What follows belongs to an exercise in optimizing a design on an open flow for small area, a short achievable clock period and few clock cycles; a production flow would make more cautious choices. Function was checked by simulation only, so behaviour that the tests miss may differ from the original. Power figures rest on the tool's default switching activity, not on a simulated workload.

// ex_stage_md
module ex_stage_md #(
  parameter int DATA_W = 32,
  parameter int REG_AW = 5,
  parameter int OP_W   = 5
) (
  input  logic              clk,
  input  logic              reset,
  input  logic              in_valid,
  input  logic [OP_W-1:0]   in_op,
  input  logic [DATA_W-1:0] in_rs_data,
  input  logic [DATA_W-1:0] in_rt_data,
  input  logic [DATA_W-1:0] in_imm,
  input  logic [4:0]        in_shamt,
  input  logic              in_use_imm,
  input  logic              in_use_shamt,
  input  logic [REG_AW-1:0] in_rs,
  input  logic [REG_AW-1:0] in_rt,
  input  logic [REG_AW-1:0] in_rd,
  input  logic              in_dst_rd,
  input  logic              in_wr,
  input  logic              flush,
  input  logic [DATA_W-1:0] fwd_mem_data,
  input  logic [DATA_W-1:0] fwd_wb_data,
  input  logic [1:0]        fwd_sel_a,
  input  logic [1:0]        fwd_sel_b,
  output logic              ex_stall,
  output logic              out_valid,
  output logic [DATA_W-1:0] out_result,
  output logic [DATA_W-1:0] out_store_data,
  output logic [REG_AW-1:0] out_dst,
  output logic [REG_AW-1:0] out_rs,
  output logic [REG_AW-1:0] out_rt
);
Size in the first run: ~3,900 cells after synthesis, ~240 flip-flops, about 280 I/O pins.
clock: 9.0 ns
lec_check: 0
cap_margin: 20
core_margin: 2
core_utilization: 75
setup_slack_margin: 3.0
slew_margin: 20
synth_hierarchical: 1
standard.sh (not shown) runs the stock make flow with config.mk's settings and CLKGATE_MAP_FILE= SYNTH_SCRIPT=/design/flow/synth_recipe.tcl, a recipe that flattens the netlist after the stock synthesis.
==> flow/flow/run.sh <==
#!/bin/bash
# The standard layout (the standard.sh, unchanged synthesis), with
# sky130_fd_sc_hd__buf_2 as the buffer that placement puts on every
# input and output port instead of the cell buffer_ports picks itself.
set -euo pipefail
export BUFFER_PORTS_ARGS="-buffer_cell sky130_fd_sc_hd__buf_2"
bash standard.sh > standard.log 2>&1
The first run ended with an error in global routing, error GRT-0116.
Testbench counts at the start, summed over its fixed seeds: cycles 13,221.
Edit:
Settings changed: CORE_UTILIZATION 75 to 40.
The changed run produced a clean layout; synthesized cell count stays the same; synthesized area does not change.
Edit:
==> flow/run.sh (new file) <==
#!/bin/bash
# synth_recipe.tcl (not shown) runs the flow's synth.tcl, then flattens the netlist and writes it again
# the make line also repeats each setting of config.mk as NAME=value (left out here)
make -C /OpenROAD-flow-scripts/flow DESIGN_CONFIG=/design/flow/config.mk WORK_HOME=/design/flow/orfs CLKGATE_MAP_FILE= SYNTH_SCRIPT=/design/flow/synth_recipe.tcl finish
removed: flow/flow/run.sh
removed: flow/standard.sh
Result: Critical path depth climbs by 3. Design area went up by a little under a tenth. Routed wire length rose by a few percent. Register-to-register slack got worse by 0.03 ns.


Starting RTL as in the previous note.
Design ex_stage_md, start of the top module:
module ex_stage_md #(
  parameter int DATA_W = 32,
  parameter int REG_AW = 5,
  parameter int OP_W   = 5
) (
  input  logic              clk,
  input  logic              reset,
  input  logic              in_valid,
  input  logic [OP_W-1:0]   in_op,
  input  logic [DATA_W-1:0] in_rs_data,
  input  logic [DATA_W-1:0] in_rt_data,
  input  logic [DATA_W-1:0] in_imm,
  input  logic [4:0]        in_shamt,
  input  logic              in_use_imm,
  input  logic              in_use_shamt,
  input  logic [REG_AW-1:0] in_rs,
  input  logic [REG_AW-1:0] in_rt,
  input  logic [REG_AW-1:0] in_rd,
  input  logic              in_dst_rd,
  input  logic              in_wr,
  input  logic              flush,
  input  logic [DATA_W-1:0] fwd_mem_data,
  input  logic [DATA_W-1:0] fwd_wb_data,
  input  logic [1:0]        fwd_sel_a,
  input  logic [1:0]        fwd_sel_b,
  output logic              ex_stall,
  output logic              out_valid,
  output logic [DATA_W-1:0] out_result,
  output logic [DATA_W-1:0] out_store_data,
  output logic [REG_AW-1:0] out_dst,
  output logic [REG_AW-1:0] out_rs,
  output logic [REG_AW-1:0] out_rt
);
==> flow/config.mk <==
export PLATFORM = sky130hd
export DESIGN_NAME = ex_stage_md
export DESIGN_NICKNAME = ex_stage_md
export VERILOG_FILES = /design/flow/design.v
export SDC_FILE = /design/flow/constraint.sdc
export NUM_CORES = 4
export LEC_CHECK = 0
export CAP_MARGIN = 30
export CORE_MARGIN = 2
export CORE_UTILIZATION = 50
export SETUP_SLACK_MARGIN = 3.0
export SLEW_MARGIN = 30
export SYNTH_HIERARCHICAL = 1
==> flow/constraint.sdc <==
create_clock -name core_clock -period 9.0 [get_ports {clk}]
set_input_delay 1.8000 -clock core_clock [delete_from_list [all_inputs] [get_ports {clk}]]
set_output_delay 1.8000 -clock core_clock [all_outputs]
set_load 0.01 [all_outputs]
==> flow/flow/run.sh <==
#!/bin/bash
# The standard layout (the standard.sh, unchanged synthesis), with
# sky130_fd_sc_hd__buf_2 as the buffer that placement puts on every
# input and output port instead of the cell buffer_ports picks itself.
set -euo pipefail
export BUFFER_PORTS_ARGS="-buffer_cell sky130_fd_sc_hd__buf_2"
bash standard.sh > standard.log 2>&1
The baseline passed the timing, DRC and antenna checks.
Testbench counts at the start, summed over its fixed seeds: cycles 13,221.
Then changed:
==> flow/flow/run.sh (replaced) <==
#!/bin/bash
# The standard layout (the standard.sh, unchanged synthesis), with
# sky130_fd_sc_hd__buf_1 as the buffer that placement puts on every
# input and output port instead of the cell buffer_ports picks itself.
set -euo pipefail
export BUFFER_PORTS_ARGS="-buffer_cell sky130_fd_sc_hd__buf_1"
bash standard.sh > standard.log 2>&1
CAP_MARGIN = 20   (was 30)
CORE_UTILIZATION = 40   (was 50)
SLEW_MARGIN = 20   (was 30)
The new run finished clean; final area increases by about 1.3%; area after synthesis is unchanged; clock-buffer cell count does not change; setup slack improved by 0.032 ns; power barely changes.
Then changed:
==> flow/flow/run.sh (replaced) <==
#!/bin/bash
# The standard layout (the standard.sh, unchanged synthesis), with
# sky130_fd_sc_hd__buf_2 as the buffer that placement puts on every
# input and output port instead of the cell buffer_ports picks itself.
set -euo pipefail
export BUFFER_PORTS_ARGS="-buffer_cell sky130_fd_sc_hd__buf_2"
bash standard.sh > standard.log 2>&1
CTS_CLUSTER_SIZE = 30   (was unset)
Effect: Worst setup slack is better by 0.020 ns. Core utilization shrinks by 0.46 points. Clock skew stays flat. Wire length increases slightly.

## static timing again, ports no longer ideal
In the flow no input, the clock included, has a driving cell. The finished layouts below were timed again as built, in two steps.
Step 1, drivers: a clkbuf_16 drives clk and a buf_2 each remaining input, both assumed.
Step 2 moves the port delays by t, midway between the first and last clock arrival at a register: inputs arrive t later, outputs are due t later. That takes back most of the time a late clock gives input paths.
Slacks: ideal / step 1 / step 2; pairs: ideal / step 1.
| run | t, ns | slack for setup (ns) | worst data-port slew with drivers (ns) |
|---|---|---|---|
| the second run of note 1 | 0.678 | 2.884 / 2.811 / 2.861 | 0.07 |
| the third run of note 1 | 0.700 | 2.776 / 2.707 / 2.833 | 0.06 |
| the first run of note 2 | 0.670 | 2.832 / 2.767 / 2.815 | 0.08 |
| the second run of note 2 | 0.689 | 2.863 / 2.791 / 2.880 | 0.12 |
| the third run of note 2 | 0.678 | 2.884 / 2.811 / 2.861 | 0.07 |
After both steps setup and hold are still met in every run listed.
